This is an optimization exercise on Yosys and OpenROAD, whose aim is small area, a short achievable clock period and few clock cycles per item, not a production implementation. RTL that was checked went through simulation tests only; none was proved equivalent to the original. The RTL of run 1 was laid out without a check of its function. Power figures rest on the tool's default switching activity, not on a simulated workload.

==> flow/design.v, too long to show whole: its modules and the start of the top module <==
// module sdc_div: 75 lines
// module sdc_sq3_a: 1080 lines
// module sdc_sq3_b: 70 lines
// module step_detector_cadence_core: 163 lines
module step_detector_cadence_core #(
   parameter int COUNT_WIDTH = sdc_pkg::COUNT_WIDTH_DEF
) (
   input  logic                                  clock,
   input  logic                                  reset,
   input  logic                                  csr_we,
   input  logic [sdc_pkg::CSR_IDX_W-1:0]         csr_index,
   input  logic [sdc_pkg::CSR_DATA_W-1:0]        csr_wdata,
   input  logic                                  req_valid,
   output logic                                  req_stall,
   input  logic signed [sdc_pkg::ACCEL_W-1:0]    req_accel_x,
   input  logic signed [sdc_pkg::ACCEL_W-1:0]    req_accel_y,
   input  logic signed [sdc_pkg::ACCEL_W-1:0]    req_accel_z,
   input  logic [sdc_pkg::TIME_W-1:0]            req_time_ms,
   input  logic                                  req_clear_count,
   output logic                                  rsp_valid,
   input  logic                                  rsp_stall,
   output logic                                  rsp_stepped,
   output logic [sdc_pkg::STEP_COUNT_W-1:0]      rsp_step_count,
   output logic [sdc_pkg::CAD_W-1:0]             rsp_cadence
);
  // ...
==> flow/flow/run.sh <==
#!/bin/bash
# Layout: the standard flow, with the port buffers made plain buffers (buf_4) instead of
# the delay-cell buffers buffer_ports picks by default. Each tool's output goes to its own log.
cp standard.sh standard_sh.log
export BUFFER_PORTS_ARGS="-buffer_cell sky130_fd_sc_hd__buf_4"
bash standard.sh > standard.log 2>&1
==> flow/standard.sh <==
#!/bin/bash
# synth_recipe.tcl (not shown) runs the flow's synth.tcl, then flattens the netlist and writes it again
# the make line also repeats each setting of config.mk as NAME=value (left out here)
make -C /OpenROAD-flow-scripts/flow DESIGN_CONFIG=/design/flow/config.mk WORK_HOME=/design/flow/orfs CLKGATE_MAP_FILE= SYNTH_SCRIPT=/design/flow/synth_recipe.tcl "${@:-finish}"
==> flow/config.mk <==
export PLATFORM = sky130hd
export DESIGN_NAME = step_detector_cadence_core
export DESIGN_NICKNAME = step_detector_cadence_core
export VERILOG_FILES = /design/flow/design.v
export SDC_FILE = /design/flow/constraint.sdc
export NUM_CORES = 4
export LEC_CHECK = 0
export ABC_CLOCK_PERIOD_IN_PS = 5000
export CAP_MARGIN = 20
export CORE_MARGIN = 2
export CORE_UTILIZATION = 40
export SETUP_SLACK_MARGIN = 4.0
export SLEW_MARGIN = 20
==> flow/constraint.sdc <==
create_clock -name core_clock -period 9.0 [get_ports {clock}]
set_input_delay 1.8000 -clock core_clock [delete_from_list [all_inputs] [get_ports {clock}]]
set_output_delay 1.8000 -clock core_clock [all_outputs]
set_load 0.01 [all_outputs]
==> flow_summary.toml, run 1 <==
[layout]
register_area_um2 = 11900
fin_cells = 5518

[power_and_ir_drop]
seq_power_share_pct = 23.9
internal_power_mw = 8.18
peakVddDrop_mv = 0.432
largestPowerGroup = "combinational cells"

[synth]
postSynthNetCount = 4735
synth.avg_cell_area_um2 = 9.58
synth_common_cells = "543 x sky130_fd_sc_hd__inv_1, 501 x sky130_fd_sc_hd__nand2_1, 387 x sky130_fd_sc_hd__fa_1"
ys_seq_elements = 451
synth-seq-area-share_pct = 31.1
share_of_synthesized_flip_flops_with_an_asynchronous_set_or_reset_pct = 0
synth_ff_type = "sky130_fd_sc_hd__edfxtp_1"

[timing]
rsz_0062_raised_after_global_routing = "true"
period_share_pct = 57.3
period_minus_slack_ns = 5.15
timing.final.setup_violations = 0
finalWorstSetupSlack_ns = 3.85

[floorplan]
core_area_um2 = 94700
n_tap_cell = 1265
die_w_um = 313

[cts]
post_cts_buffers = 87
insertion_delay_ns = 0.67
cts-htree-levels = 2
number_of_gates_resized_after_cts = 161

[worst_setup_path]
critPathArrivalTime_ns = 5.55
timing.reg2reg.worst_path_depth = 26
worst-path-stages = 12
cell_type_with_the_highest_occurrence_count_on_the_critical_path = "sky130_fd_sc_hd__fa_2"

[job]
max-cap-violations = 0

[routing]
drt-initial-drc-count = 2134
dr_wl_met3_um = 8810
drt-met1-wl_um = 48700
wire_per_inst_um = 19.5

[global_routing]
grt_use_met2_pct = 33.6
grt_overflow_total = 0
grt.total_usage_pct = 22.0

[placement]
numPlacedInstances = 5289
detailed_place_hpwl_um = 80300
gp_congestion = 0.908

[status]
status = "complete, no violations"
==> module sdc_sq3_b, before the edit <==
module sdc_sq3_b (
   input  logic [91:0] cb,
   output logic [31:0] sa,
   output logic [31:0] sb
);
   wire s1073 = cb[0] ^ cb[1];
   wire c1074 = cb[0] & cb[1];
   wire s1075 = cb[3] ^ cb[4];
   wire c1076 = cb[3] & cb[4];
   wire s1077 = cb[6] ^ cb[7] ^ cb[8];
   wire c1078 = (cb[6] & cb[7]) | (cb[6] & cb[8]) | (cb[7] & cb[8]);
   wire s1079 = cb[9] ^ cb[10] ^ cb[11];
   wire c1080 = (cb[9] & cb[10]) | (cb[9] & cb[11]) | (cb[10] & cb[11]);
   wire s1081 = cb[12] ^ cb[13] ^ cb[14];
   wire c1082 = (cb[12] & cb[13]) | (cb[12] & cb[14]) | (cb[13] & cb[14]);
   wire s1083 = cb[15] ^ cb[16] ^ cb[17];
   wire c1084 = (cb[15] & cb[16]) | (cb[15] & cb[17]) | (cb[16] & cb[17]);
   wire s1085 = cb[18] ^ cb[19] ^ cb[20];
   wire c1086 = (cb[18] & cb[19]) | (cb[18] & cb[20]) | (cb[19] & cb[20]);
   wire s1087 = cb[21] ^ cb[22] ^ cb[23];
   wire c1088 = (cb[21] & cb[22]) | (cb[21] & cb[23]) | (cb[22] & cb[23]);
   wire s1089 = cb[24] ^ cb[25] ^ cb[26];
   wire c1090 = (cb[24] & cb[25]) | (cb[24] & cb[26]) | (cb[25] & cb[26]);
   wire s1091 = cb[27] ^ cb[28] ^ cb[29];
   wire c1092 = (cb[27] & cb[28]) | (cb[27] & cb[29]) | (cb[28] & cb[29]);
   wire s1093 = cb[30] ^ cb[31] ^ cb[32];
   wire c1094 = (cb[30] & cb[31]) | (cb[30] & cb[32]) | (cb[31] & cb[32]);
   wire s1095 = cb[33] ^ cb[34] ^ cb[35];
   wire c1096 = (cb[33] & cb[34]) | (cb[33] & cb[35]) | (cb[34] & cb[35]);
   wire s1097 = cb[36] ^ cb[37] ^ cb[38];
   wire c1098 = (cb[36] & cb[37]) | (cb[36] & cb[38]) | (cb[37] & cb[38]);
   wire s1099 = cb[39] ^ cb[40] ^ cb[41];
   wire c1100 = (cb[39] & cb[40]) | (cb[39] & cb[41]) | (cb[40] & cb[41]);
   wire s1101 = cb[42] ^ cb[43] ^ cb[44];
   wire c1102 = (cb[42] & cb[43]) | (cb[42] & cb[44]) | (cb[43] & cb[44]);
   wire s1103 = cb[45] ^ cb[46] ^ cb[47];
   wire c1104 = (cb[45] & cb[46]) | (cb[45] & cb[47]) | (cb[46] & cb[47]);
   wire s1105 = cb[48] ^ cb[49] ^ cb[50];
   wire c1106 = (cb[48] & cb[49]) | (cb[48] & cb[50]) | (cb[49] & cb[50]);
   wire s1107 = cb[51] ^ cb[52] ^ cb[53];
   wire c1108 = (cb[51] & cb[52]) | (cb[51] & cb[53]) | (cb[52] & cb[53]);
   wire s1109 = cb[54] ^ cb[55] ^ cb[56];
   wire c1110 = (cb[54] & cb[55]) | (cb[54] & cb[56]) | (cb[55] & cb[56]);
   wire s1111 = cb[57] ^ cb[58] ^ cb[59];
   wire c1112 = (cb[57] & cb[58]) | (cb[57] & cb[59]) | (cb[58] & cb[59]);
   wire s1113 = cb[60] ^ cb[61] ^ cb[62];
   wire c1114 = (cb[60] & cb[61]) | (cb[60] & cb[62]) | (cb[61] & cb[62]);
   wire s1115 = cb[63] ^ cb[64] ^ cb[65];
   wire c1116 = (cb[63] & cb[64]) | (cb[63] & cb[65]) | (cb[64] & cb[65]);
   wire s1117 = cb[66] ^ cb[67] ^ cb[68];
   wire c1118 = (cb[66] & cb[67]) | (cb[66] & cb[68]) | (cb[67] & cb[68]);
   wire s1119 = cb[69] ^ cb[70] ^ cb[71];
   wire c1120 = (cb[69] & cb[70]) | (cb[69] & cb[71]) | (cb[70] & cb[71]);
   wire s1121 = cb[72] ^ cb[73] ^ cb[74];
   wire c1122 = (cb[72] & cb[73]) | (cb[72] & cb[74]) | (cb[73] & cb[74]);
   wire s1123 = cb[75] ^ cb[76] ^ cb[77];
   wire c1124 = (cb[75] & cb[76]) | (cb[75] & cb[77]) | (cb[76] & cb[77]);
   wire s1125 = cb[78] ^ cb[79] ^ cb[80];
   wire c1126 = (cb[78] & cb[79]) | (cb[78] & cb[80]) | (cb[79] & cb[80]);
   wire s1127 = cb[81] ^ cb[82] ^ cb[83];
   wire c1128 = (cb[81] & cb[82]) | (cb[81] & cb[83]) | (cb[82] & cb[83]);
   wire s1129 = cb[84] ^ cb[85] ^ cb[86];
   wire c1130 = (cb[84] & cb[85]) | (cb[84] & cb[86]) | (cb[85] & cb[86]);
   wire s1131 = cb[87] ^ cb[88] ^ cb[89];
   wire c1132 = (cb[87] & cb[88]) | (cb[87] & cb[89]) | (cb[88] & cb[89]);
   wire s1133 = cb[90] ^ cb[91] ^ 1'b1;
   wire c1134 = (cb[90] & cb[91]) | (cb[90] & 1'b1) | (cb[91] & 1'b1);
   assign sa = {c1132, c1130, c1128, c1126, c1124, c1122, c1120, c1118, c1116, c1114, c1112, c1110, c1108, c1106, c1104, c1102, c1100, c1098, c1096, c1094, c1092, c1090, c1088, c1086, c1084, c1082, c1080, c1078, c1076, s1075, c1074, s1073};
   assign sb = {s1133, s1131, s1129, s1127, s1125, s1123, s1121, s1119, s1117, s1115, s1113, s1111, s1109, s1107, s1105, s1103, s1101, s1099, s1097, s1095, s1093, s1091, s1089, s1087, s1085, s1083, s1081, s1079, s1077, cb[5], 1'b0, cb[2]};
endmodule
==> module step_detector_cadence_core, before the edit <==
module step_detector_cadence_core #(
   parameter int COUNT_WIDTH = sdc_pkg::COUNT_WIDTH_DEF
) (
   input  logic                                  clock,
   input  logic                                  reset,
   input  logic                                  csr_we,
   input  logic [sdc_pkg::CSR_IDX_W-1:0]         csr_index,
   input  logic [sdc_pkg::CSR_DATA_W-1:0]        csr_wdata,
   input  logic                                  req_valid,
   output logic                                  req_stall,
   input  logic signed [sdc_pkg::ACCEL_W-1:0]    req_accel_x,
   input  logic signed [sdc_pkg::ACCEL_W-1:0]    req_accel_y,
   input  logic signed [sdc_pkg::ACCEL_W-1:0]    req_accel_z,
   input  logic [sdc_pkg::TIME_W-1:0]            req_time_ms,
   input  logic                                  req_clear_count,
   output logic                                  rsp_valid,
   input  logic                                  rsp_stall,
   output logic                                  rsp_stepped,
   output logic [sdc_pkg::STEP_COUNT_W-1:0]      rsp_step_count,
   output logic [sdc_pkg::CAD_W-1:0]             rsp_cadence
);
   localparam logic [COUNT_WIDTH-1:0] COUNT_MAX = '1;
   logic [14:0] thr_ff, mrg_ff;
   logic [15:0] minv_ff, maxv_ff, idle_ff;
   logic [29:0] nthr2_ff, nlvl2_ff;    
   logic        rearm_ff;              
   logic [1:0]  sq_ff;                 
   logic        v1_ff;
   localparam int CB = 92;             
   logic [CB-1:0] cb_ff;
   logic [31:0] t1_ff;
   logic        clr1_ff;
   logic        v2_ff, gt_ff, lt_ff, clr2_ff, inr_ff, idl_ff, sat_ff;
   logic [31:0] t2_ff;
   logic [15:0] d2_ff;
   logic                   rsp_valid_ff, stepped_ff, latched_ff, have_ff;
   logic [COUNT_WIDTH-1:0] cnt_ff;
   logic [31:0]            last_ff;
   logic [16:0]            cad_ff;
   logic [31:0] sa, sb, gs, gc, ls, lc, gr, lr, nt, nl;
   sdc_sq3_b u_sqb (.cb(cb_ff), .sa(sa), .sb(sb));
   assign nt = {2'b11, nthr2_ff};
   assign nl = {2'b11, nlvl2_ff} | {32{sq_ff[1] ^ sq_ff[0]}};
   assign gs = sa ^ sb ^ nt;
   assign gc = (sa & sb) | (sa & nt) | (sb & nt);
   assign ls = sa ^ sb ^ nl;
   assign lc = (sa & sb) | (sa & nl) | (sb & nl);
   assign gr = gs + {gc[30:0], 1'b0};
   assign lr = ls + {lc[30:0], 1'b1};
   logic        hit2;
   logic [31:0] last_c, d1;
   assign hit2   = gt_ff && !latched_ff;
   assign last_c = (v2_ff && hit2) ? t2_ff : last_ff;
   assign d1     = t1_ff - last_c;
   logic upd, commit, adv2, adv1, accept, div_done;
   logic [16:0] cad_div;
   assign upd    = hit2 && have_ff && inr_ff;
   assign commit = v2_ff && !(rsp_valid_ff && rsp_stall) && !(upd && !div_done);
   assign adv2   = !v2_ff || commit;
   assign adv1   = !v1_ff || adv2;
   assign req_stall = !adv1 || (sq_ff != 2'd0);
   assign accept = req_valid && !req_stall;
   sdc_div u_div (
      .clock   (clock),
      .load    (adv2),
      .d_ld    (d1[15:0]),
      .step    (v2_ff),
      .d       (d2_ff),
      .sat     (sat_ff),
      .cad     (cad_ff),
      .done    (div_done),
      .cad_new (cad_div)
   );
   logic [15:0] xs, ys, zs;
   logic [CB-1:0] ca;
   assign xs = (sq_ff == 2'd3) ? {1'b0, thr_ff} : (sq_ff == 2'd2) ? t1_ff[15:0] : req_accel_x;
   assign ys = sq_ff[1] ? 16'd0 : req_accel_y;
   assign zs = sq_ff[1] ? 16'd0 : req_accel_z;
   sdc_sq3_a u_sqa (.x(xs), .y(ys), .z(zs), .ca(ca));
   logic [15:0] lvl_d;
   assign lvl_d = {1'b0, thr_ff} - {1'b0, mrg_ff};
   always_ff @(posedge clock) begin
      if (reset) begin
         thr_ff  <= 15'd3072;
         mrg_ff  <= 15'd256;
         minv_ff <= 16'd200;
         maxv_ff <= 16'd3000;
         idle_ff <= 16'd2500;
         sq_ff   <= 2'd3;
      end else begin
         if (sq_ff != 2'd0) sq_ff <= sq_ff - 2'd1;
         if (csr_we) begin
            case (csr_index)
               3'd0: begin thr_ff <= csr_wdata[14:0]; sq_ff <= 2'd3; end
               3'd1: begin mrg_ff <= csr_wdata[14:0]; sq_ff <= 2'd3; end
               3'd2: minv_ff <= csr_wdata;
               3'd3: maxv_ff <= csr_wdata;
               3'd4: idle_ff <= csr_wdata;
               default: ;
            endcase
         end
      end
      if (sq_ff == 2'd2) nthr2_ff <= ~lr[29:0];
      if (sq_ff == 2'd1) begin
         nlvl2_ff <= ~lr[29:0];
         rearm_ff <= mrg_ff < thr_ff;
      end
      if (reset) v1_ff <= 1'b0;
      else if (adv1) v1_ff <= accept;
      if (adv1 || sq_ff[1])
         cb_ff <= ca;
      if (sq_ff == 2'd3)
         t1_ff[15:0] <= lvl_d[15] ? 16'd0 : lvl_d;    
      else if (adv1)
         t1_ff[15:0] <= req_time_ms[15:0];
      if (adv1) begin
         t1_ff[31:16] <= req_time_ms[31:16];
         clr1_ff <= req_clear_count;
      end
      if (reset) v2_ff <= 1'b0;
      else if (adv2) v2_ff <= v1_ff;
      if (adv2) begin
         gt_ff   <= !(gr[31] && gr[30]);
         lt_ff   <= lr[31] && lr[30] && rearm_ff;
         clr2_ff <= clr1_ff;
         t2_ff   <= t1_ff;
         d2_ff   <= d1[15:0];
         inr_ff  <= (d1 > {16'd0, minv_ff}) && (d1 < {16'd0, maxv_ff});
         idl_ff  <= d1 > {16'd0, idle_ff};
         sat_ff  <= d1[15:0] < 16'd118;
      end
      if (reset) begin
         rsp_valid_ff <= 1'b0;
         latched_ff   <= 1'b0;
         have_ff      <= 1'b0;
         cnt_ff       <= '0;
         last_ff      <= '0;
         cad_ff       <= '0;
      end else if (commit) begin
         rsp_valid_ff <= 1'b1;
         stepped_ff   <= hit2;
         latched_ff   <= (latched_ff || hit2) && !lt_ff;
         if (hit2) begin
            last_ff <= t2_ff;
            have_ff <= 1'b1;
         end
         if (clr2_ff)
            cnt_ff <= COUNT_WIDTH'(hit2);
         else if (hit2 && cnt_ff != COUNT_MAX)
            cnt_ff <= cnt_ff + 1'b1;
         if (upd)
            cad_ff <= cad_div;
         else if (!hit2 && idl_ff)
            cad_ff <= '0;
      end else if (!rsp_stall) begin
         rsp_valid_ff <= 1'b0;
      end
   end
   assign rsp_valid      = rsp_valid_ff;
   assign rsp_stepped    = stepped_ff;
   assign rsp_step_count = sdc_pkg::STEP_COUNT_W'(cnt_ff);
   assign rsp_cadence    = cad_ff;
endmodule
==> run 2: changes to the inputs <==
--- a/flow/design.v
+++ b/flow/design.v
@@ -107,17 +107,17 @@
    end
    assign done    = ph_ff[8];
    assign cad_new = acc_q[24:8];
 endmodule
 module sdc_sq3_a (
    input  logic [15:0] x,
    input  logic [15:0] y,
    input  logic [15:0] z,
-   output logic [91:0] ca
+   output logic [120:0] ca
 );
    wire p1 = x[0];
    wire p2 = y[0];
    wire p3 = z[0];
    wire p4 = (x[0] & x[1]);
    wire p5 = x[1];
    wire p6 = (y[0] & y[1]);
    wire p7 = y[1];
@@ -1121,147 +1121,147 @@
    wire s1005 = c900 ^ c902 ^ c904;
    wire c1006 = (c900 & c902) | (c900 & c904) | (c902 & c904);
    wire s1007 = p400 ^ p401 ^ p402;
    wire c1008 = (p400 & p401) | (p400 & p402) | (p401 & p402);
    wire s1009 = p403 ^ p404 ^ p405;
    wire c1010 = (p403 & p404) | (p403 & p405) | (p404 & p405);
    wire s1011 = p406 ^ p407 ^ p408;
    wire c1012 = (p406 & p407) | (p406 & p408) | (p407 & p408);
-   wire s1013 = s905 ^ p7;
-   wire c1014 = s905 & p7;
-   wire s1015 = c906 ^ p10 ^ p11;
-   wire c1016 = (c906 & p10) | (c906 & p11) | (p10 & p11);
-   wire s1017 = s907 ^ p19 ^ p20;
-   wire c1018 = (s907 & p19) | (s907 & p20) | (p19 & p20);
-   wire s1019 = c908 ^ s909 ^ s911;
-   wire c1020 = (c908 & s909) | (c908 & s911) | (s909 & s911);
-   wire s1021 = c910 ^ c912 ^ s913;
-   wire c1022 = (c910 & c912) | (c910 & s913) | (c912 & s913);
-   wire s1023 = c914 ^ c916 ^ s917;
-   wire c1024 = (c914 & c916) | (c914 & s917) | (c916 & s917);
-   wire s1025 = c918 ^ c920 ^ s921;
-   wire c1026 = (c918 & c920) | (c918 & s921) | (c920 & s921);
-   wire s1027 = c922 ^ c924 ^ s925;
-   wire c1028 = (c922 & c924) | (c922 & s925) | (c924 & s925);
-   wire s1029 = c926 ^ c928 ^ s929;
-   wire c1030 = (c926 & c928) | (c926 & s929) | (c928 & s929);
-   wire s1031 = c930 ^ c932 ^ s933;
-   wire c1032 = (c930 & c932) | (c930 & s933) | (c932 & s933);
-   wire s1033 = c934 ^ c936 ^ s937;
-   wire c1034 = (c934 & c936) | (c934 & s937) | (c936 & s937);
-   wire s1035 = c938 ^ c940 ^ s941;
-   wire c1036 = (c938 & c940) | (c938 & s941) | (c940 & s941);
-   wire s1037 = c942 ^ c944 ^ s945;
-   wire c1038 = (c942 & c944) | (c942 & s945) | (c944 & s945);
-   wire s1039 = c946 ^ c948 ^ s949;
-   wire c1040 = (c946 & c948) | (c946 & s949) | (c948 & s949);
-   wire s1041 = c950 ^ c952 ^ s953;
-   wire c1042 = (c950 & c952) | (c950 & s953) | (c952 & s953);
-   wire s1043 = c954 ^ c956 ^ s957;
-   wire c1044 = (c954 & c956) | (c954 & s957) | (c956 & s957);
-   wire s1045 = c958 ^ c960 ^ s961;
-   wire c1046 = (c958 & c960) | (c958 & s961) | (c960 & s961);
-   wire s1047 = c962 ^ c964 ^ s965;
-   wire c1048 = (c962 & c964) | (c962 & s965) | (c964 & s965);
-   wire s1049 = c966 ^ c968 ^ s969;
-   wire c1050 = (c966 & c968) | (c966 & s969) | (c968 & s969);
-   wire s1051 = c970 ^ c972 ^ s973;
-   wire c1052 = (c970 & c972) | (c970 & s973) | (c972 & s973);
-   wire s1053 = c974 ^ c976 ^ s977;
-   wire c1054 = (c974 & c976) | (c974 & s977) | (c976 & s977);
-   wire s1055 = c978 ^ c980 ^ s981;
-   wire c1056 = (c978 & c980) | (c978 & s981) | (c980 & s981);
-   wire s1057 = c982 ^ c984 ^ s985;
-   wire c1058 = (c982 & c984) | (c982 & s985) | (c984 & s985);
-   wire s1059 = c986 ^ c988 ^ s989;
-   wire c1060 = (c986 & c988) | (c986 & s989) | (c988 & s989);
-   wire s1061 = c990 ^ c992 ^ s993;
-   wire c1062 = (c990 & c992) | (c990 & s993) | (c992 & s993);
-   wire s1063 = c994 ^ c996 ^ s997;
-   wire c1064 = (c994 & c996) | (c994 & s997) | (c996 & s997);
-   wire s1065 = c998 ^ c1000 ^ s1001;
-   wire c1066 = (c998 & c1000) | (c998 & s1001) | (c1000 & s1001);
-   wire s1067 = c1002 ^ c1004 ^ s1005;
-   wire c1068 = (c1002 & c1004) | (c1002 & s1005) | (c1004 & s1005);
-   wire s1069 = c1006 ^ c1008 ^ s1009;
-   wire c1070 = (c1006 & c1008) | (c1006 & s1009) | (c1008 & s1009);
-   wire s1071 = c1010 ^ c1012;
-   wire c1072 = c1010 & c1012;
-   assign ca = {s1071, c1070, s1011, s1069, c1068, s1007, s1067, c1066, s1003, s1065, c1064, s999, s1063, c1062, s995, s1061, c1060, s991, s1059, c1058, s987, s1057, c1056, s983, s1055, c1054, s979, s1053, c1052, s975, s1051, c1050, s971, s1049, c1048, s967, s1047, c1046, s963, s1045, c1044, s959, s1043, c1042, s955, s1041, c1040, s951, s1039, c1038, s947, s1037, c1036, s943, s1035, c1034, s939, s1033, c1032, s935, s1031, c1030, s931, s1029, c1028, s927, s1027, c1026, s923, s1025, c1024, s919, s1023, c1022, s915, s1021, c1020, p27, s1019, c1018, p21, s1017, c1016, p12, s1015, c1014, p9, p8, s1013, p3, p2, p1};
+   assign ca = {c1012, c1010, s1011, s1009, c1008, c1006, s1007, s1005, c1004, c1002, s1003, s1001, c1000, c998, s999, s997, c996, c994, s995, s993, c992, c990, s991, s989, c988, c986, s987, s985, c984, c982, s983, s981, c980, c978, s979, s977, c976, c974, s975, s973, c972, c970, s971, s969, c968, c966, s967, s965, c964, c962, s963, s961, c960, c958, s959, s957, c956, c954, s955, s953, c952, c950, s951, s949, c948, c946, s947, s945, c944, c942, s943, s941, c940, c938, s939, s937, c936, c934, s935, s933, c932, c930, s931, s929, c928, c926, s927, s925, c924, c922, s923, s921, c920, c918, s919, s917, c916, c914, s915, s913, c912, c910, p27, s911, s909, c908, p21, p20, p19, s907, p12, p11, p10, c906, p9, p8, p7, s905, p3, p2, p1};
 endmodule
 module sdc_sq3_b (
-   input  logic [91:0] cb,
+   input  logic [120:0] cb,
    output logic [31:0] sa,
    output logic [31:0] sb
 );
+   wire s1013 = cb[3] ^ cb[4];
+   wire c1014 = cb[3] & cb[4];
+   wire s1015 = cb[7] ^ cb[8] ^ cb[9];
+   wire c1016 = (cb[7] & cb[8]) | (cb[7] & cb[9]) | (cb[8] & cb[9]);
+   wire s1017 = cb[11] ^ cb[12] ^ cb[13];
+   wire c1018 = (cb[11] & cb[12]) | (cb[11] & cb[13]) | (cb[12] & cb[13]);
+   wire s1019 = cb[15] ^ cb[16] ^ cb[17];
+   wire c1020 = (cb[15] & cb[16]) | (cb[15] & cb[17]) | (cb[16] & cb[17]);
+   wire s1021 = cb[19] ^ cb[20] ^ cb[21];
+   wire c1022 = (cb[19] & cb[20]) | (cb[19] & cb[21]) | (cb[20] & cb[21]);
+   wire s1023 = cb[23] ^ cb[24] ^ cb[25];
+   wire c1024 = (cb[23] & cb[24]) | (cb[23] & cb[25]) | (cb[24] & cb[25]);
+   wire s1025 = cb[27] ^ cb[28] ^ cb[29];
+   wire c1026 = (cb[27] & cb[28]) | (cb[27] & cb[29]) | (cb[28] & cb[29]);
+   wire s1027 = cb[31] ^ cb[32] ^ cb[33];
+   wire c1028 = (cb[31] & cb[32]) | (cb[31] & cb[33]) | (cb[32] & cb[33]);
+   wire s1029 = cb[35] ^ cb[36] ^ cb[37];
+   wire c1030 = (cb[35] & cb[36]) | (cb[35] & cb[37]) | (cb[36] & cb[37]);
+   wire s1031 = cb[39] ^ cb[40] ^ cb[41];
+   wire c1032 = (cb[39] & cb[40]) | (cb[39] & cb[41]) | (cb[40] & cb[41]);
+   wire s1033 = cb[43] ^ cb[44] ^ cb[45];
+   wire c1034 = (cb[43] & cb[44]) | (cb[43] & cb[45]) | (cb[44] & cb[45]);
+   wire s1035 = cb[47] ^ cb[48] ^ cb[49];
+   wire c1036 = (cb[47] & cb[48]) | (cb[47] & cb[49]) | (cb[48] & cb[49]);
+   wire s1037 = cb[51] ^ cb[52] ^ cb[53];
+   wire c1038 = (cb[51] & cb[52]) | (cb[51] & cb[53]) | (cb[52] & cb[53]);
+   wire s1039 = cb[55] ^ cb[56] ^ cb[57];
+   wire c1040 = (cb[55] & cb[56]) | (cb[55] & cb[57]) | (cb[56] & cb[57]);
+   wire s1041 = cb[59] ^ cb[60] ^ cb[61];
+   wire c1042 = (cb[59] & cb[60]) | (cb[59] & cb[61]) | (cb[60] & cb[61]);
+   wire s1043 = cb[63] ^ cb[64] ^ cb[65];
+   wire c1044 = (cb[63] & cb[64]) | (cb[63] & cb[65]) | (cb[64] & cb[65]);
+   wire s1045 = cb[67] ^ cb[68] ^ cb[69];
+   wire c1046 = (cb[67] & cb[68]) | (cb[67] & cb[69]) | (cb[68] & cb[69]);
+   wire s1047 = cb[71] ^ cb[72] ^ cb[73];
+   wire c1048 = (cb[71] & cb[72]) | (cb[71] & cb[73]) | (cb[72] & cb[73]);
+   wire s1049 = cb[75] ^ cb[76] ^ cb[77];
+   wire c1050 = (cb[75] & cb[76]) | (cb[75] & cb[77]) | (cb[76] & cb[77]);
+   wire s1051 = cb[79] ^ cb[80] ^ cb[81];
+   wire c1052 = (cb[79] & cb[80]) | (cb[79] & cb[81]) | (cb[80] & cb[81]);
+   wire s1053 = cb[83] ^ cb[84] ^ cb[85];
+   wire c1054 = (cb[83] & cb[84]) | (cb[83] & cb[85]) | (cb[84] & cb[85]);
+   wire s1055 = cb[87] ^ cb[88] ^ cb[89];
+   wire c1056 = (cb[87] & cb[88]) | (cb[87] & cb[89]) | (cb[88] & cb[89]);
+   wire s1057 = cb[91] ^ cb[92] ^ cb[93];
+   wire c1058 = (cb[91] & cb[92]) | (cb[91] & cb[93]) | (cb[92] & cb[93]);
+   wire s1059 = cb[95] ^ cb[96] ^ cb[97];
+   wire c1060 = (cb[95] & cb[96]) | (cb[95] & cb[97]) | (cb[96] & cb[97]);
+   wire s1061 = cb[99] ^ cb[100] ^ cb[101];
+   wire c1062 = (cb[99] & cb[100]) | (cb[99] & cb[101]) | (cb[100] & cb[101]);
+   wire s1063 = cb[103] ^ cb[104] ^ cb[105];
+   wire c1064 = (cb[103] & cb[104]) | (cb[103] & cb[105]) | (cb[104] & cb[105]);
+   wire s1065 = cb[107] ^ cb[108] ^ cb[109];
+   wire c1066 = (cb[107] & cb[108]) | (cb[107] & cb[109]) | (cb[108] & cb[109]);
+   wire s1067 = cb[111] ^ cb[112] ^ cb[113];
+   wire c1068 = (cb[111] & cb[112]) | (cb[111] & cb[113]) | (cb[112] & cb[113]);
+   wire s1069 = cb[115] ^ cb[116] ^ cb[117];
+   wire c1070 = (cb[115] & cb[116]) | (cb[115] & cb[117]) | (cb[116] & cb[117]);
+   wire s1071 = cb[119] ^ cb[120];
+   wire c1072 = cb[119] & cb[120];
    wire s1073 = cb[0] ^ cb[1];
    wire c1074 = cb[0] & cb[1];
-   wire s1075 = cb[3] ^ cb[4];
-   wire c1076 = cb[3] & cb[4];
-   wire s1077 = cb[6] ^ cb[7] ^ cb[8];
-   wire c1078 = (cb[6] & cb[7]) | (cb[6] & cb[8]) | (cb[7] & cb[8]);
-   wire s1079 = cb[9] ^ cb[10] ^ cb[11];
-   wire c1080 = (cb[9] & cb[10]) | (cb[9] & cb[11]) | (cb[10] & cb[11]);
-   wire s1081 = cb[12] ^ cb[13] ^ cb[14];
-   wire c1082 = (cb[12] & cb[13]) | (cb[12] & cb[14]) | (cb[13] & cb[14]);
-   wire s1083 = cb[15] ^ cb[16] ^ cb[17];
-   wire c1084 = (cb[15] & cb[16]) | (cb[15] & cb[17]) | (cb[16] & cb[17]);
-   wire s1085 = cb[18] ^ cb[19] ^ cb[20];
-   wire c1086 = (cb[18] & cb[19]) | (cb[18] & cb[20]) | (cb[19] & cb[20]);
-   wire s1087 = cb[21] ^ cb[22] ^ cb[23];
-   wire c1088 = (cb[21] & cb[22]) | (cb[21] & cb[23]) | (cb[22] & cb[23]);
-   wire s1089 = cb[24] ^ cb[25] ^ cb[26];
-   wire c1090 = (cb[24] & cb[25]) | (cb[24] & cb[26]) | (cb[25] & cb[26]);
-   wire s1091 = cb[27] ^ cb[28] ^ cb[29];
-   wire c1092 = (cb[27] & cb[28]) | (cb[27] & cb[29]) | (cb[28] & cb[29]);
-   wire s1093 = cb[30] ^ cb[31] ^ cb[32];
-   wire c1094 = (cb[30] & cb[31]) | (cb[30] & cb[32]) | (cb[31] & cb[32]);
-   wire s1095 = cb[33] ^ cb[34] ^ cb[35];
-   wire c1096 = (cb[33] & cb[34]) | (cb[33] & cb[35]) | (cb[34] & cb[35]);
-   wire s1097 = cb[36] ^ cb[37] ^ cb[38];
-   wire c1098 = (cb[36] & cb[37]) | (cb[36] & cb[38]) | (cb[37] & cb[38]);
-   wire s1099 = cb[39] ^ cb[40] ^ cb[41];
-   wire c1100 = (cb[39] & cb[40]) | (cb[39] & cb[41]) | (cb[40] & cb[41]);
-   wire s1101 = cb[42] ^ cb[43] ^ cb[44];
-   wire c1102 = (cb[42] & cb[43]) | (cb[42] & cb[44]) | (cb[43] & cb[44]);
-   wire s1103 = cb[45] ^ cb[46] ^ cb[47];
-   wire c1104 = (cb[45] & cb[46]) | (cb[45] & cb[47]) | (cb[46] & cb[47]);
-   wire s1105 = cb[48] ^ cb[49] ^ cb[50];
-   wire c1106 = (cb[48] & cb[49]) | (cb[48] & cb[50]) | (cb[49] & cb[50]);
-   wire s1107 = cb[51] ^ cb[52] ^ cb[53];
-   wire c1108 = (cb[51] & cb[52]) | (cb[51] & cb[53]) | (cb[52] & cb[53]);
-   wire s1109 = cb[54] ^ cb[55] ^ cb[56];
-   wire c1110 = (cb[54] & cb[55]) | (cb[54] & cb[56]) | (cb[55] & cb[56]);
-   wire s1111 = cb[57] ^ cb[58] ^ cb[59];
-   wire c1112 = (cb[57] & cb[58]) | (cb[57] & cb[59]) | (cb[58] & cb[59]);
-   wire s1113 = cb[60] ^ cb[61] ^ cb[62];
-   wire c1114 = (cb[60] & cb[61]) | (cb[60] & cb[62]) | (cb[61] & cb[62]);
-   wire s1115 = cb[63] ^ cb[64] ^ cb[65];
-   wire c1116 = (cb[63] & cb[64]) | (cb[63] & cb[65]) | (cb[64] & cb[65]);
-   wire s1117 = cb[66] ^ cb[67] ^ cb[68];
-   wire c1118 = (cb[66] & cb[67]) | (cb[66] & cb[68]) | (cb[67] & cb[68]);
-   wire s1119 = cb[69] ^ cb[70] ^ cb[71];
-   wire c1120 = (cb[69] & cb[70]) | (cb[69] & cb[71]) | (cb[70] & cb[71]);
-   wire s1121 = cb[72] ^ cb[73] ^ cb[74];
-   wire c1122 = (cb[72] & cb[73]) | (cb[72] & cb[74]) | (cb[73] & cb[74]);
-   wire s1123 = cb[75] ^ cb[76] ^ cb[77];
-   wire c1124 = (cb[75] & cb[76]) | (cb[75] & cb[77]) | (cb[76] & cb[77]);
-   wire s1125 = cb[78] ^ cb[79] ^ cb[80];
-   wire c1126 = (cb[78] & cb[79]) | (cb[78] & cb[80]) | (cb[79] & cb[80]);
-   wire s1127 = cb[81] ^ cb[82] ^ cb[83];
-   wire c1128 = (cb[81] & cb[82]) | (cb[81] & cb[83]) | (cb[82] & cb[83]);
-   wire s1129 = cb[84] ^ cb[85] ^ cb[86];
-   wire c1130 = (cb[84] & cb[85]) | (cb[84] & cb[86]) | (cb[85] & cb[86]);
-   wire s1131 = cb[87] ^ cb[88] ^ cb[89];
-   wire c1132 = (cb[87] & cb[88]) | (cb[87] & cb[89]) | (cb[88] & cb[89]);
-   wire s1133 = cb[90] ^ cb[91] ^ 1'b1;
-   wire c1134 = (cb[90] & cb[91]) | (cb[90] & 1'b1) | (cb[91] & 1'b1);
+   wire s1075 = s1013 ^ cb[5];
+   wire c1076 = s1013 & cb[5];
+   wire s1077 = c1014 ^ s1015 ^ cb[10];
+   wire c1078 = (c1014 & s1015) | (c1014 & cb[10]) | (s1015 & cb[10]);
+   wire s1079 = c1016 ^ s1017 ^ cb[14];
+   wire c1080 = (c1016 & s1017) | (c1016 & cb[14]) | (s1017 & cb[14]);
+   wire s1081 = c1018 ^ s1019 ^ cb[18];
+   wire c1082 = (c1018 & s1019) | (c1018 & cb[18]) | (s1019 & cb[18]);
+   wire s1083 = c1020 ^ s1021 ^ cb[22];
+   wire c1084 = (c1020 & s1021) | (c1020 & cb[22]) | (s1021 & cb[22]);
+   wire s1085 = c1022 ^ s1023 ^ cb[26];
+   wire c1086 = (c1022 & s1023) | (c1022 & cb[26]) | (s1023 & cb[26]);
+   wire s1087 = c1024 ^ s1025 ^ cb[30];
+   wire c1088 = (c1024 & s1025) | (c1024 & cb[30]) | (s1025 & cb[30]);
+   wire s1089 = c1026 ^ s1027 ^ cb[34];
+   wire c1090 = (c1026 & s1027) | (c1026 & cb[34]) | (s1027 & cb[34]);
+   wire s1091 = c1028 ^ s1029 ^ cb[38];
+   wire c1092 = (c1028 & s1029) | (c1028 & cb[38]) | (s1029 & cb[38]);
+   wire s1093 = c1030 ^ s1031 ^ cb[42];
+   wire c1094 = (c1030 & s1031) | (c1030 & cb[42]) | (s1031 & cb[42]);
+   wire s1095 = c1032 ^ s1033 ^ cb[46];
+   wire c1096 = (c1032 & s1033) | (c1032 & cb[46]) | (s1033 & cb[46]);
+   wire s1097 = c1034 ^ s1035 ^ cb[50];
+   wire c1098 = (c1034 & s1035) | (c1034 & cb[50]) | (s1035 & cb[50]);
+   wire s1099 = c1036 ^ s1037 ^ cb[54];
+   wire c1100 = (c1036 & s1037) | (c1036 & cb[54]) | (s1037 & cb[54]);
+   wire s1101 = c1038 ^ s1039 ^ cb[58];
+   wire c1102 = (c1038 & s1039) | (c1038 & cb[58]) | (s1039 & cb[58]);
+   wire s1103 = c1040 ^ s1041 ^ cb[62];
+   wire c1104 = (c1040 & s1041) | (c1040 & cb[62]) | (s1041 & cb[62]);
+   wire s1105 = c1042 ^ s1043 ^ cb[66];
+   wire c1106 = (c1042 & s1043) | (c1042 & cb[66]) | (s1043 & cb[66]);
+   wire s1107 = c1044 ^ s1045 ^ cb[70];
+   wire c1108 = (c1044 & s1045) | (c1044 & cb[70]) | (s1045 & cb[70]);
+   wire s1109 = c1046 ^ s1047 ^ cb[74];
+   wire c1110 = (c1046 & s1047) | (c1046 & cb[74]) | (s1047 & cb[74]);
+   wire s1111 = c1048 ^ s1049 ^ cb[78];
+   wire c1112 = (c1048 & s1049) | (c1048 & cb[78]) | (s1049 & cb[78]);
+   wire s1113 = c1050 ^ s1051 ^ cb[82];
+   wire c1114 = (c1050 & s1051) | (c1050 & cb[82]) | (s1051 & cb[82]);
+   wire s1115 = c1052 ^ s1053 ^ cb[86];
+   wire c1116 = (c1052 & s1053) | (c1052 & cb[86]) | (s1053 & cb[86]);
+   wire s1117 = c1054 ^ s1055 ^ cb[90];
+   wire c1118 = (c1054 & s1055) | (c1054 & cb[90]) | (s1055 & cb[90]);
+   wire s1119 = c1056 ^ s1057 ^ cb[94];
+   wire c1120 = (c1056 & s1057) | (c1056 & cb[94]) | (s1057 & cb[94]);
+   wire s1121 = c1058 ^ s1059 ^ cb[98];
+   wire c1122 = (c1058 & s1059) | (c1058 & cb[98]) | (s1059 & cb[98]);
+   wire s1123 = c1060 ^ s1061 ^ cb[102];
+   wire c1124 = (c1060 & s1061) | (c1060 & cb[102]) | (s1061 & cb[102]);
+   wire s1125 = c1062 ^ s1063 ^ cb[106];
+   wire c1126 = (c1062 & s1063) | (c1062 & cb[106]) | (s1063 & cb[106]);
+   wire s1127 = c1064 ^ s1065 ^ cb[110];
+   wire c1128 = (c1064 & s1065) | (c1064 & cb[110]) | (s1065 & cb[110]);
+   wire s1129 = c1066 ^ s1067 ^ cb[114];
+   wire c1130 = (c1066 & s1067) | (c1066 & cb[114]) | (s1067 & cb[114]);
+   wire s1131 = c1068 ^ s1069 ^ cb[118];
+   wire c1132 = (c1068 & s1069) | (c1068 & cb[118]) | (s1069 & cb[118]);
+   wire s1133 = c1070 ^ s1071 ^ 1'b1;
+   wire c1134 = (c1070 & s1071) | (c1070 & 1'b1) | (s1071 & 1'b1);
    assign sa = {c1132, c1130, c1128, c1126, c1124, c1122, c1120, c1118, c1116, c1114, c1112, c1110, c1108, c1106, c1104, c1102, c1100, c1098, c1096, c1094, c1092, c1090, c1088, c1086, c1084, c1082, c1080, c1078, c1076, s1075, c1074, s1073};
-   assign sb = {s1133, s1131, s1129, s1127, s1125, s1123, s1121, s1119, s1117, s1115, s1113, s1111, s1109, s1107, s1105, s1103, s1101, s1099, s1097, s1095, s1093, s1091, s1089, s1087, s1085, s1083, s1081, s1079, s1077, cb[5], 1'b0, cb[2]};
+   assign sb = {s1133, s1131, s1129, s1127, s1125, s1123, s1121, s1119, s1117, s1115, s1113, s1111, s1109, s1107, s1105, s1103, s1101, s1099, s1097, s1095, s1093, s1091, s1089, s1087, s1085, s1083, s1081, s1079, s1077, cb[6], 1'b0, cb[2]};
 endmodule
 `timescale 1ns / 1ps
 module step_detector_cadence_core #(
    parameter int COUNT_WIDTH = sdc_pkg::COUNT_WIDTH_DEF
 ) (
    input  logic                                  clock,
    input  logic                                  reset,
    input  logic                                  csr_we,
@@ -1282,17 +1282,17 @@
 );
    localparam logic [COUNT_WIDTH-1:0] COUNT_MAX = '1;
    logic [14:0] thr_ff, mrg_ff;
    logic [15:0] minv_ff, maxv_ff, idle_ff;
    logic [29:0] nthr2_ff, nlvl2_ff;    
    logic        rearm_ff;              
    logic [1:0]  sq_ff;                 
    logic        v1_ff;
-   localparam int CB = 92;             
+   localparam int CB = 121;            
    logic [CB-1:0] cb_ff;
    logic [31:0] t1_ff;
    logic        clr1_ff;
    logic        v2_ff, gt_ff, lt_ff, clr2_ff, inr_ff, idl_ff, sat_ff;
    logic [31:0] t2_ff;
    logic [15:0] d2_ff;
    logic                   rsp_valid_ff, stepped_ff, latched_ff, have_ff;
    logic [COUNT_WIDTH-1:0] cnt_ff;
@@ -1342,35 +1342,38 @@
    assign lvl_d = {1'b0, thr_ff} - {1'b0, mrg_ff};
    always_ff @(posedge clock) begin
       if (reset) begin
          thr_ff  <= 15'd3072;
          mrg_ff  <= 15'd256;
          minv_ff <= 16'd200;
          maxv_ff <= 16'd3000;
          idle_ff <= 16'd2500;
-         sq_ff   <= 2'd3;
+         nthr2_ff <= ~30'd9437184;
+         nlvl2_ff <= ~30'd7929856;
+         rearm_ff <= 1'b1;
+         sq_ff   <= 2'd0;
       end else begin
+         if (sq_ff == 2'd2) nthr2_ff <= ~lr[29:0];
+         if (sq_ff == 2'd1) begin
+            nlvl2_ff <= ~lr[29:0];
+            rearm_ff <= mrg_ff < thr_ff;
+         end
          if (sq_ff != 2'd0) sq_ff <= sq_ff - 2'd1;
          if (csr_we) begin
             case (csr_index)
                3'd0: begin thr_ff <= csr_wdata[14:0]; sq_ff <= 2'd3; end
                3'd1: begin mrg_ff <= csr_wdata[14:0]; sq_ff <= 2'd3; end
                3'd2: minv_ff <= csr_wdata;
                3'd3: maxv_ff <= csr_wdata;
                3'd4: idle_ff <= csr_wdata;
                default: ;
             endcase
          end
       end
-      if (sq_ff == 2'd2) nthr2_ff <= ~lr[29:0];
-      if (sq_ff == 2'd1) begin
-         nlvl2_ff <= ~lr[29:0];
-         rearm_ff <= mrg_ff < thr_ff;
-      end
       if (reset) v1_ff <= 1'b0;
       else if (adv1) v1_ff <= accept;
       if (adv1 || sq_ff[1])
          cb_ff <= ca;
       if (sq_ff == 2'd3)
          t1_ff[15:0] <= lvl_d[15] ? 16'd0 : lvl_d;    
       else if (adv1)
          t1_ff[15:0] <= req_time_ms[15:0];
==> flow/run.sh (new file) <==
#!/bin/bash
# synth_recipe.tcl (not shown) runs the flow's synth.tcl, then flattens the netlist and writes it again
# the make line also repeats each setting of config.mk as NAME=value (left out here)
make -C /OpenROAD-flow-scripts/flow DESIGN_CONFIG=/design/flow/config.mk WORK_HOME=/design/flow/orfs CLKGATE_MAP_FILE= SYNTH_SCRIPT=/design/flow/synth_recipe.tcl finish
--- a/flow/config.mk
+++ b/flow/config.mk
@@ -4,10 +4,10 @@
 export VERILOG_FILES = /design/flow/design.v
 export SDC_FILE = /design/flow/constraint.sdc
 export NUM_CORES = 4
 export LEC_CHECK = 0
 export ABC_CLOCK_PERIOD_IN_PS = 5000
 export CAP_MARGIN = 20
 export CORE_MARGIN = 2
 export CORE_UTILIZATION = 40
-export SETUP_SLACK_MARGIN = 4.0
+export SETUP_SLACK_MARGIN = 3.0
 export SLEW_MARGIN = 20
removed: flow/flow/run.sh
removed: flow/standard.sh
==> run 2 against run 1 <==
Still clean. Register-to-register slack got worse by 0.64 ns. Clock skew decreased by 0.029 ns. Cell count decreased by 2.1%. Fmax decreased by 9.7%. Design area decreased by 3.3%. Combinational power increased by 47%. Setup slack got worse by 0.55 ns. Power increased by 25%. Synthesized cell count about the same. Core utilization decreased by 1.8 points. Critical path type unchanged. Largest cell class unchanged.
==> flow_summary.toml, run 2 <==
[routing]
routed_wl_um = 108000
drtPass1Iterations = 5
drt-vias-per-instance = 5.30
wire_per_inst_um = 20.0
vias = 28636
drt_drc_violations_left = 0
drt-initial-drc-count = 2054
ant_nets = 0

[worst_setup_path]
timing_worst_setup_path_type = "input port to flip-flop"
worst-path-stages = 12
cp-end-kind = "flip-flop"
critPathLaunchType = "input port"
cell_type_with_the_highest_occurrence_count_on_the_critical_path = "sky130_fd_sc_hd__fa_1"
critical-path-max-stage-delay_ns = 0.54
critPathArrivalTime_ns = 6.09
crit_fanout = 11
data_required_time_of_the_critical_path_ns = 9.39
critical_path_buf_inv_count = 4
timing.reg2reg.worst_path_depth = 13
path_cells = "clkdlybuf4s50_1, mux2i_1, o21ai_1, inv_1, nor2_1, fa_1, fa_1, inv_1, fa_1, inv_1, fa_1, fa_1"
cpMaxStageDelayCell = "sky130_fd_sc_hd__o21ai_1"
worst_path_dominant_cell_family = "adder cells"

[placement]
numPlacedInstances = 5289
detailed_place_hpwl_um = 82700
io_buffers = 148
gp_congestion = 0.938
dpl_cell_area_um2 = 41300

[synth]
netlist_top_cells_area = "sky130_fd_sc_hd__fa_1 20%, sky130_fd_sc_hd__edfxtp_1 20%, sky130_fd_sc_hd__dfxtp_1 12%, sky130_fd_sc_hd__ha_1 8.6%, sky130_fd_sc_hd__nand2_1 5.0%"
synth_top_area_share_pct = 20.1
share_of_synthesized_flip_flops_with_an_asynchronous_set_or_reset_pct = 0
synthesis.yosys.warnings = 2
syn-instance-count = 3981
post-synth-top-count-cell = "sky130_fd_sc_hd__nand2_1"
synth.avg_cell_area_um2 = 9.67
area_of_the_mapped_netlist_um2 = 38500
ys_seq_elements = 480
yosysTopAreaCell = "sky130_fd_sc_hd__fa_1"
postSynthNetCount = 4737
synth_ff_type = "sky130_fd_sc_hd__edfxtp_1"
synth-seq-area-share_pct = 31.5
synth_enable_flop_cells = 250
yosys.cell_types.count = 82
synth_common_cells = "511 x sky130_fd_sc_hd__nand2_1, 406 x sky130_fd_sc_hd__inv_1, 387 x sky130_fd_sc_hd__fa_1"

[timing]
slew_violations = 0
worstMarginPinSlew_ns = 1.09
period_minus_slack_ns = 5.71
final.setup.tns_ns = 0
clock_skew_ns = 0.0483
timing.final.setup_violations = 0
max_slew_margin_pct = 26.9
max_clock_freq_mhz = 175
rsz_0062_raised_after_global_routing = "true"
hold_violations = 0
period_share_pct = 63.4

[layout]
fin_cells = 5401
final_core_utilization_pct = 45.6
max_ffs_per_register = 121
finalNetCount = 4841
final_cell_mix = "509 x sky130_fd_sc_hd__nand2_1, 406 x sky130_fd_sc_hd__inv_1, 387 x sky130_fd_sc_hd__fa_1, 285 x sky130_fd_sc_hd__nor2_1, 262 x sky130_fd_sc_hd__ha_1"
postLayoutCellArea_um2 = 43400
synthesis_to_finish_area_growth_pct = 12.8
largest_register = "cb_ff"
layout.cells.most_common = "sky130_fd_sc_hd__nand2_1"
final_layout_size_suffix_gt1_share_pct = 5.22

[power_and_ir_drop]
net-switching-power_mw = 8.36
internal_power_mw = 9.57
power_mw = 17.9
power.share.combinational_pct = 69.2
seq_power_share_pct = 17.1
power.leakage_nw = 18.2
p_sw_share_pct = 46.6
clkPwrFrac_pct = 13.7
p_per_cell_area_nw_per_um2 = 413
peakVddDrop_mv = 0.507

[job]
max-cap-violations = 0

[global_routing]
gr-usage-met1_pct = 32.1
grt.busiest_layer = "met2"
use_met3_pct = 3.43
grt.total_usage_pct = 21.8
largest_net_degree_at_the_start_of_global_routing = 79
grt_pass1_vias = 28270
grt_overflow_total = 0
grt_use_met2_pct = 33.1
grt_antenna_before_repair = 7
grt_first_pass_wirelength_um = 167000

[floorplan]
floorplan.die.height_um = 314
ios = 149
core_area_um2 = 95200
placement_rows = 113
die_w_um = 314
starting_density_pct = 40.4
dieArea_um2 = 98700

[cts]
cts_num_sinks = 480
holdBufCountCts = 0
numCtsBuffers = 58
clockRootBuffer = "sky130_fd_sc_hd__clkbuf_16"
post_cts_buffers = 0
cts.path.max_buffers = 3
tritoncts = "yes"
cts-htree-levels = 2
insertion_delay_ns = 0.66
cts.clk_slew.worst_paths_ns = 0.06

[status]
status = "complete, no violations"

[min_path]
hp-class = "flip-flop to flip-flop"
min_path_cells = 0
==> run 2: changes by cell type after synthesis, sizes merged, moves of 12 or more <==
| cell | before | now |
|---|---|---|
| inv | 543 | 407 |
| dfxtp | 169 | 230 |
| edfxtp | 282 | 250 |
| or2 | 15 | 46 |
| a21o | 47 | 72 |
| nor3 | 25 | 49 |
| o211ai | 12 | 30 |
| a21oi | 233 | 218 |
| mux2i | 70 | 83 |
| nand3b | 18 | 5 |
| nor2 | 273 | 286 |
| nand2b | 32 | 44 |
==> run 2: repair_timing <==
item,CTS,global route
pin swaps,0,1
setup endpoints to repair,7,20
resized for setup,1,10
cloned,0,1
==> run 2: power by group through the flow <==
stage	clock, mW	combinational [mW]	sequential (mW)
after floorplan	0	9.30	3.02
after global placement	0	12.1	3.10
after detailed placement	0	12.2	3.11
after CTS	2.50	12.4	3.06
after global routing	2.58	14.0	3.10
final	2.46	12.4	3.06
==> run 2: cell families after synthesis <==
group           after synthesis  synth area share [%]
compound gates              702                  11.8
simple gates               1324                  16.2
buf+inv                     558                  5.45
fa+ha+maj                   651                  28.7
mux                          87                  2.28
xor+xnor                    179                  4.07
flops                       480                  31.5
==> run 2: area by class of cell <==
type                            instances  area (um^2)
Antenna cell                            1         2.50
Clock buffer                           82         1650
Clock inverter                         28          334
Fill cell                            9070        51800
Inverter                              410         1540
Multi-Input combinational cell       2943        24400
Sequential cell                       480        12100
Tap cell                             1265         1580
Timing Repair Buffer                  192         1810
==> run 2: final timing paths <==
check | start | end | slack (ns)
max | req_accel_x[9] | cb_ff[54] | 3.29
min reg2reg | clr1_ff | clr2_ff | 0.42
max reg2reg | sq_ff[1] | cb_ff[54] | 3.31
min | clr1_ff | clr2_ff | 0.42
==> run 2: per-layer routing <==
| layer | share of wire (%) | vias to the layer above | wire length (um) |
|---|---|---|---|
| met5 | 0.059 | - | 64 |
| met4 | 2.7 | 10 | 2880 |
| met3 | 6.3 | 155 | 6760 |
| met2 | 43 | 847 | 46700 |
| met1 | 48 | 14070 | 51400 |
| li1 | - | 13554 | - |
==> run 2: stage by stage <==
step,hold WS [ns],setup WS [ns]
floorplan,0.400,3.46
global placement,0.420,2.74
detailed placement,0.411,2.65
CTS,0.425,3.05
global route,0.444,2.95
finish,0.424,3.29
Testbench counts of run 2, summed over its fixed seeds: cycles 14,880, items 12,000.
==> run 3: changes to the inputs <==
--- a/flow/config.mk
+++ b/flow/config.mk
@@ -7,3 +7,3 @@
 export LEC_CHECK = 0
-export ABC_CLOCK_PERIOD_IN_PS = 5000
+export ABC_CLOCK_PERIOD_IN_PS = 4500
 export CAP_MARGIN = 20
@@ -11,3 +11,3 @@
 export CORE_UTILIZATION = 40
-export SETUP_SLACK_MARGIN = 3.0
+export SETUP_SLACK_MARGIN = 4.7
 export SLEW_MARGIN = 20
==> run 3 against run 2 <==
Synthesized cell count is the same. First-iteration DRC count grew 24%. Power grew 21%. Combinational power grew 31%. Non-clock buffer count grew 308. Cell count grew 5.7%. Die area is the same. Register-to-register slack gained 0.56 ns. Fmax grew 11%.
==> flow_summary.toml, run 3 <==
[timing]
final.setup.tns_ns = 0
timing.final.setup_violations = 0
worstMarginPinSlew_ns = 1.06
clock_skew_ns = 0.0740
finalWorstSetupSlack_ns = 3.87
max_clock_freq_mhz = 195
hold_violations = 0
rsz_0062_raised_after_global_routing = "true"
max_slew_margin_pct = 29.0
period_minus_slack_ns = 5.13
period_share_pct = 57.0
slew_violations = 0

[status]
status = "complete, no violations"

[synth]
synth.avg_cell_area_um2 = 9.67
syn-instance-count = 3981
area_of_the_mapped_netlist_um2 = 38500
synthesis.yosys.warnings = 2
synth-seq-area-share_pct = 31.5
netlist_top_cells_area = "sky130_fd_sc_hd__fa_1 20%, sky130_fd_sc_hd__edfxtp_1 20%, sky130_fd_sc_hd__dfxtp_1 12%, sky130_fd_sc_hd__ha_1 8.6%, sky130_fd_sc_hd__nand2_1 5.0%"
synth_ff_type = "sky130_fd_sc_hd__edfxtp_1"
post-synth-top-count-cell = "sky130_fd_sc_hd__nand2_1"
share_of_synthesized_flip_flops_with_an_asynchronous_set_or_reset_pct = 0
synth_common_cells = "511 x sky130_fd_sc_hd__nand2_1, 406 x sky130_fd_sc_hd__inv_1, 387 x sky130_fd_sc_hd__fa_1"
yosysTopAreaCell = "sky130_fd_sc_hd__fa_1"
yosys.cell_types.count = 82
synth_top_area_share_pct = 20.1
synth_enable_flop_cells = 250
postSynthNetCount = 4737
ys_seq_elements = 480

[layout]
layout.cells.most_common = "sky130_fd_sc_hd__nand2_1"
final_core_utilization_pct = 51.6
final_cell_mix = "481 x sky130_fd_sc_hd__nand2_1, 329 x sky130_fd_sc_hd__inv_1, 278 x sky130_fd_sc_hd__fa_1, 250 x sky130_fd_sc_hd__edfxtp_1, 248 x sky130_fd_sc_hd__nor2_1"
max_ffs_per_register = 121
synthesis_to_finish_area_growth_pct = 27.6
register_area_um2 = 12100
final.fill_count = 8346
final_layout_size_suffix_gt1_share_pct = 24.1
multiInputGateArea_um2 = 27100
finalNetCount = 5148
largest_register = "cb_ff"

[global_routing]
largest_net_degree_at_the_start_of_global_routing = 76
grt_first_pass_wirelength_um = 179000
grt_antenna_before_repair = 7
grt.total_usage_pct = 23.4
grt_pass1_vias = 30323
grt_overflow_total = 0

[worst_setup_path]
critPathArrivalTime_ns = 5.56
data_required_time_of_the_critical_path_ns = 9.43
timing_worst_setup_path_type = "flip-flop to flip-flop"
critPathLaunchType = "flip-flop"
crit_fanout = 7
cp-end-kind = "flip-flop"

[cts]
cts-htree-levels = 2
cts.clk_slew.worst_paths_ns = 0.06
cts_num_sinks = 480
insertion_delay_ns = 0.70
cts.path.max_buffers = 3
clockRootBuffer = "sky130_fd_sc_hd__clkbuf_16"
tritoncts = "yes"
numCtsBuffers = 56

[routing]
ant_nets = 0
drt_drc_violations_left = 0
drt-vias-per-instance = 5.36
wire_per_inst_um = 20.7
routed_wl_um = 118000
drt-initial-drc-count = 2539
vias = 30602
drtPass1Iterations = 7

[floorplan]
placement_rows = 113
ios = 149
starting_density_pct = 40.4
floorplan.die.height_um = 314
core_area_um2 = 95200
die_w_um = 314
dieArea_um2 = 98700

[power_and_ir_drop]
power.leakage_nw = 20.4
peakVddDrop_mv = 0.529
power_mw = 21.7
p_per_cell_area_nw_per_um2 = 443

[placement]
placement.setup.worst_slack_ns = 2.82
io_buffers = 148
gp_congestion = 0.927
detailed_place_hpwl_um = 83500

[min_path]
hp-class = "flip-flop to flip-flop"

[job]
max-cap-violations = 0
-- run 3: cell counts after synthesis --
No cell type changed its count.
-- run 3: path summary, 6_finish.rpt --
kind	start	end	slack, ns	depth (start not counted)
worst max-delay path	d2_ff[14]	u_div.rem_ff[6]	3.87	26
worst min-delay path	lt_ff	latched_ff	0.42	1
worst max register to register	d2_ff[14]	u_div.rem_ff[6]	3.87	26
worst min register to register	lt_ff	latched_ff	0.42	1
-- run 3: report_power, final --
group / switching [mW] / total, mW / internal [mW]
Sequential: 0.244 / 3.07 / 2.82
Combinational: 8.71 / 16.3 / 7.56
Clock: 1.02 / 2.39 / 1.37
-- run 3: worst max-delay path: stages (launching register included) --
cell and delay (ns):
sky130_fd_sc_hd__edfxtp_1 0.39, sky130_fd_sc_hd__inv_2 0.14, sky130_fd_sc_hd__ha_4 0.14, sky130_fd_sc_hd__o21ai_2 0.05, sky130_fd_sc_hd__a221oi_2 0.16, sky130_fd_sc_hd__and3_1 0.22
sky130_fd_sc_hd__ha_2 0.22, sky130_fd_sc_hd__nor2b_4 0.05, sky130_fd_sc_hd__o31ai_4 0.31, sky130_fd_sc_hd__a211oi_4 0.12, sky130_fd_sc_hd__nor3_2 0.22, sky130_fd_sc_hd__or3_4 0.16
sky130_fd_sc_hd__nor3b_4 0.25, sky130_fd_sc_hd__buf_12 0.16, sky130_fd_sc_hd__mux2i_4 0.25, sky130_fd_sc_hd__ha_1 0.25, sky130_fd_sc_hd__nor2b_1 0.13, sky130_fd_sc_hd__o21a_1 0.21
sky130_fd_sc_hd__o21ai_2 0.18, sky130_fd_sc_hd__a21oi_2 0.10, sky130_fd_sc_hd__a21oi_2 0.17, sky130_fd_sc_hd__o21a_1 0.17, sky130_fd_sc_hd__o211ai_1 0.09, sky130_fd_sc_hd__buf_4 0.18
sky130_fd_sc_hd__or2_4 0.30, sky130_fd_sc_hd__o22ai_2 0.17, sky130_fd_sc_hd__a31oi_1 0.07
-- run 3: logic make-up (layout without fill, tap and decap cells) --
group                      after synthesis  after routing  synth area share [%]
and+or+nand+nor                       1324           1325                  16.2
AOI/OAI and AO/OA                      702            702                  11.8
adders and majority gates              651            651                  28.7
buffers and inverters                  558           1016                  5.45
DFF                                    480            480                  31.5
xor gates and xnor gates               179            179                  4.07
muxes                                   87             87                  2.28
other                                    0              3                     0
-- run 3: final cells by class --
class                   count  area share [%]
multi-input cells        2944            55.2
flip-flops and latches    480            24.7
repair buffers            500            9.70
clock buffers              85            3.45
well taps                1265            3.22
inverters                 410            3.20
clock inverters            21           0.497
diodes                      3          0.0153
-- run 3: timing repair --
item | CTS | global route
hold buffers | 0 | 0
cloned | 8 | 0
buffers inserted | 222 | 84
pin swaps | 207 | 193
gates resized for setup | 582 | 266
endpoints found under the setup margin | 157 | 137
-- run 3: per-layer routing --
metal | vias to the layer above | track usage [%] | part of all wire [%]
met4 | 10 | 7.21 | 3.6
met2 | 1099 | 36.0 | 44
met1 | 15041 | 33.8 | 46
met5 | - | 0 | 0.046
li1 | 14202 | - | -
met3 | 250 | 3.87 | 6.8
-- run 3: through the flow --
stage / area, um^2 / cells / hold WS (ns)
after global routing: 49100 / 5706 / 0.445
final: 49100 / 5708 / 0.423
after floorplan: 39200 / 3981 / 0.400
after global placement: 41800 / 5285 / 0.441
after detailed placement: 41800 / 5285 / 0.418
after CTS: 47400 / 5621 / 0.423
==> run 4: changes to the inputs <==
--- a/flow/config.mk
+++ b/flow/config.mk
@@ -7,7 +7,7 @@
 export LEC_CHECK = 0
-export ABC_CLOCK_PERIOD_IN_PS = 4500
+export ABC_CLOCK_PERIOD_IN_PS = 5000
 export CAP_MARGIN = 20
 export CORE_MARGIN = 2
-export CORE_UTILIZATION = 40
-export SETUP_SLACK_MARGIN = 4.7
+export CORE_UTILIZATION = 60
+export SETUP_SLACK_MARGIN = 4.0
 export SLEW_MARGIN = 20
==> run 4 against run 3 <==
Still clean on timing, DRC and antenna. Clock-buffer cell count shrank 8. Via count shrank 0.20%. Clock skew shrank 0.038 ns. Clock power shrank 6%. Combinational power shrank 16%. Synthesized cell count is the same. Core utilization grew 20 points. Hold slack lost 0.0025 ns. Sequential power is essentially flat. Sequential share of layout area grew 2.1 points. Cell count shrank 11%. Die area shrank 33%. Critical path type unchanged. Highest routed layer unchanged.
==> flow_summary.toml, run 4 <==
[status]
status = "complete, no violations"

[synth]
synthesis.yosys.warnings = 2
postSynthNetCount = 4737
post-synth-top-count-cell = "sky130_fd_sc_hd__nand2_1"
netlist_top_cells_area = "sky130_fd_sc_hd__fa_1 20%, sky130_fd_sc_hd__edfxtp_1 20%, sky130_fd_sc_hd__dfxtp_1 12%, sky130_fd_sc_hd__ha_1 8.6%, sky130_fd_sc_hd__nand2_1 5.0%"
synth_top_area_share_pct = 20.1
share_of_synthesized_flip_flops_with_an_asynchronous_set_or_reset_pct = 0
area_of_the_mapped_netlist_um2 = 38500
synth_ff_type = "sky130_fd_sc_hd__edfxtp_1"
synth-seq-area-share_pct = 31.5
synth.avg_cell_area_um2 = 9.67
synth_enable_flop_cells = 250
ys_seq_elements = 480

[layout]
final_layout_size_suffix_gt1_share_pct = 12.5
final_core_utilization_pct = 71.6
max_ffs_per_register = 121
layout.cells.most_common = "sky130_fd_sc_hd__nand2_1"
largest_register = "cb_ff"
final_cell_mix = "500 x sky130_fd_sc_hd__nand2_1, 396 x sky130_fd_sc_hd__inv_1, 371 x sky130_fd_sc_hd__fa_1, 269 x sky130_fd_sc_hd__nor2_1, 250 x sky130_fd_sc_hd__edfxtp_1"

[timing]
timing.hold.ws_ns = 0.420
period_minus_slack_ns = 5.05
max_slew_margin_pct = 27.9
timing.final.setup_violations = 0
final.setup.tns_ns = 0
worstMarginPinSlew_ns = 1.08
slew_violations = 0
period_share_pct = 56.1
max_clock_freq_mhz = 198
rsz_0062_raised_after_global_routing = "true"
hold_violations = 0

[cts]
tritoncts = "yes"
cts-htree-levels = 2
cts_num_sinks = 480
insertion_delay_ns = 0.65
cts.clk_slew.worst_paths_ns = 0.06

[routing]
drtPass1Iterations = 10
routed_wl_um = 114000
drt-vias-per-instance = 5.98
ant_nets = 0
wire_per_inst_um = 22.3
vias = 30540
drt_drc_violations_left = 0

[power_and_ir_drop]
peakVddDrop_mv = 0.567
p_sw_share_pct = 47.8
net-switching-power_mw = 9.07
p_per_cell_area_nw_per_um2 = 420
power.leakage_nw = 19.3
clkPwrFrac_pct = 11.9
seq_power_share_pct = 16.2
power_mw = 19.0

[worst_setup_path]
data_required_time_of_the_critical_path_ns = 9.39
cp-end-kind = "flip-flop"
timing_worst_setup_path_type = "flip-flop to flip-flop"

[placement]
io_buffers = 148
gp_congestion = 0.937
detailed_place_hpwl_um = 83500
numPlacedInstances = 4865

[floorplan]
core_area_um2 = 63200
floorplan.die.height_um = 257
placement_rows = 92
ios = 149
starting_density_pct = 60.9
die_w_um = 257
dieArea_um2 = 66200

[global_routing]
grt_use_met2_pct = 58.1
grt_overflow_total = 0
grt_pass1_vias = 31414
grt_first_pass_wirelength_um = 175000
gr-usage-met1_pct = 43.5
largest_net_degree_at_the_start_of_global_routing = 77
grt.total_usage_pct = 34.0
[run 4: cell count changes in the layout (fill, tap and decap cells not counted), sizes merged, moves of 2 or more]
| cell | delta |
|---|---|
| buf | -199 |
| clkdlybuf4s50 | +14 |
| dlymetal6s2s | +12 |
| clkbuf | -9 |
| clkdlybuf4s15 | -7 |
| clkinv | +2 |
| clkinvlp | +2 |
| diode | -2 |
| inv | +2 |
| o21a | +2 |
[run 4: per-stage QoR]
stage                     setup slack, ns  instance area [um^2]
after floorplan                      3.85                 38700
after global placement               2.65                 40900
after detailed placement             2.69                 40900
after CTS                            3.92                 44200
after global routing                 3.72                 45200
final                                3.95                 45200
[run 4: critical path, stage by stage (launching register included)]
cell and delay (ns):
sky130_fd_sc_hd__edfxtp_1 0.37, sky130_fd_sc_hd__inv_2 0.10, sky130_fd_sc_hd__ha_4 0.15, sky130_fd_sc_hd__o21ai_4 0.05
sky130_fd_sc_hd__a221oi_2 0.17, sky130_fd_sc_hd__and3_4 0.25, sky130_fd_sc_hd__ha_4 0.15, sky130_fd_sc_hd__nor2b_4 0.04
sky130_fd_sc_hd__o31ai_4 0.21, sky130_fd_sc_hd__a211oi_2 0.12, sky130_fd_sc_hd__nor3_2 0.18, sky130_fd_sc_hd__or3_1 0.18
sky130_fd_sc_hd__nor3b_4 0.25, sky130_fd_sc_hd__buf_6 0.14, sky130_fd_sc_hd__buf_12 0.12, sky130_fd_sc_hd__mux2i_4 0.27
sky130_fd_sc_hd__ha_4 0.23, sky130_fd_sc_hd__nor2b_4 0.12, sky130_fd_sc_hd__o21a_1 0.20, sky130_fd_sc_hd__o21ai_2 0.16
sky130_fd_sc_hd__a21oi_2 0.11, sky130_fd_sc_hd__a21oi_2 0.22, sky130_fd_sc_hd__o21a_1 0.20, sky130_fd_sc_hd__o211ai_1 0.10
sky130_fd_sc_hd__buf_4 0.19, sky130_fd_sc_hd__or2_4 0.30, sky130_fd_sc_hd__o22ai_2 0.15, sky130_fd_sc_hd__a31oi_1 0.06
[run 4: layout make-up]
type / count / area (um^2) / area share (%)
diodes: 1 / 2.50 / 0.00553
inverters: 410 / 1550 / 3.43
clock buffers: 77 / 1540 / 3.41
repair buffers: 321 / 3110 / 6.86
multi-input cells: 2945 / 25600 / 56.6
flip-flops and latches: 480 / 12100 / 26.8
well taps: 846 / 1060 / 2.34
clock inverters: 27 / 256 / 0.567
[run 4: routing by layer]
layer | vias up | routed length [um] | part of all wire, %
li1 | 13820 | - | -
met1 | 15268 | 45600 | 40
met2 | 1163 | 56400 | 49
met3 | 287 | 6830 | 6.0
met4 | 2 | 5250 | 4.6
met5 | - | 4 | 0.0035
[run 4: power groups by stage]
stage	clock [mW]	sequential [mW]	combinational, mW
after floorplan	0	3.02	9.33
after global placement	0	3.11	12.0
after detailed placement	0	3.12	12.5
after CTS	2.28	3.08	12.9
after global routing	2.35	3.12	15.1
final	2.25	3.08	13.7
[run 4: repair_timing]
item / CTS / global route
gates resized for setup: 179 / 154
pin swaps: 56 / 76
endpoints found under the setup margin: 113 / 63
gates cloned: 5 / 2
buffers inserted: 81 / 49
[run 4: logic make-up after synthesis]
| group | share of synthesized area (%) |
|---|---|
| xor gates and xnor gates | 4.07 |
| and+or+nand+nor | 16.2 |
| buffers and inverters | 5.45 |
| adders and majority gates | 28.7 |
| muxes | 2.28 |
| AOI/OAI and AO/OA | 11.8 |
| DFF | 31.5 |
[run 4: final timing paths]
check | startpoint | end | slack, ns | cells after the start
worst max-delay path | d2_ff[15] | u_div.rem_ff[6] | 3.95 | 27
worst min-delay path | clr1_ff | clr2_ff | 0.42 | 0
worst max register to register | d2_ff[15] | u_div.rem_ff[6] | 3.95 | 27
worst min register to register | clr1_ff | clr2_ff | 0.42 | 0

Check on run 4: ideal ports give 3.953 ns setup slack; a clkbuf_16 on the clock port and buf_2 on the inputs give 3.953 ns; moving port delays by the midpoint clock arrival (0.690 ns) as well gives 3.407 ns.
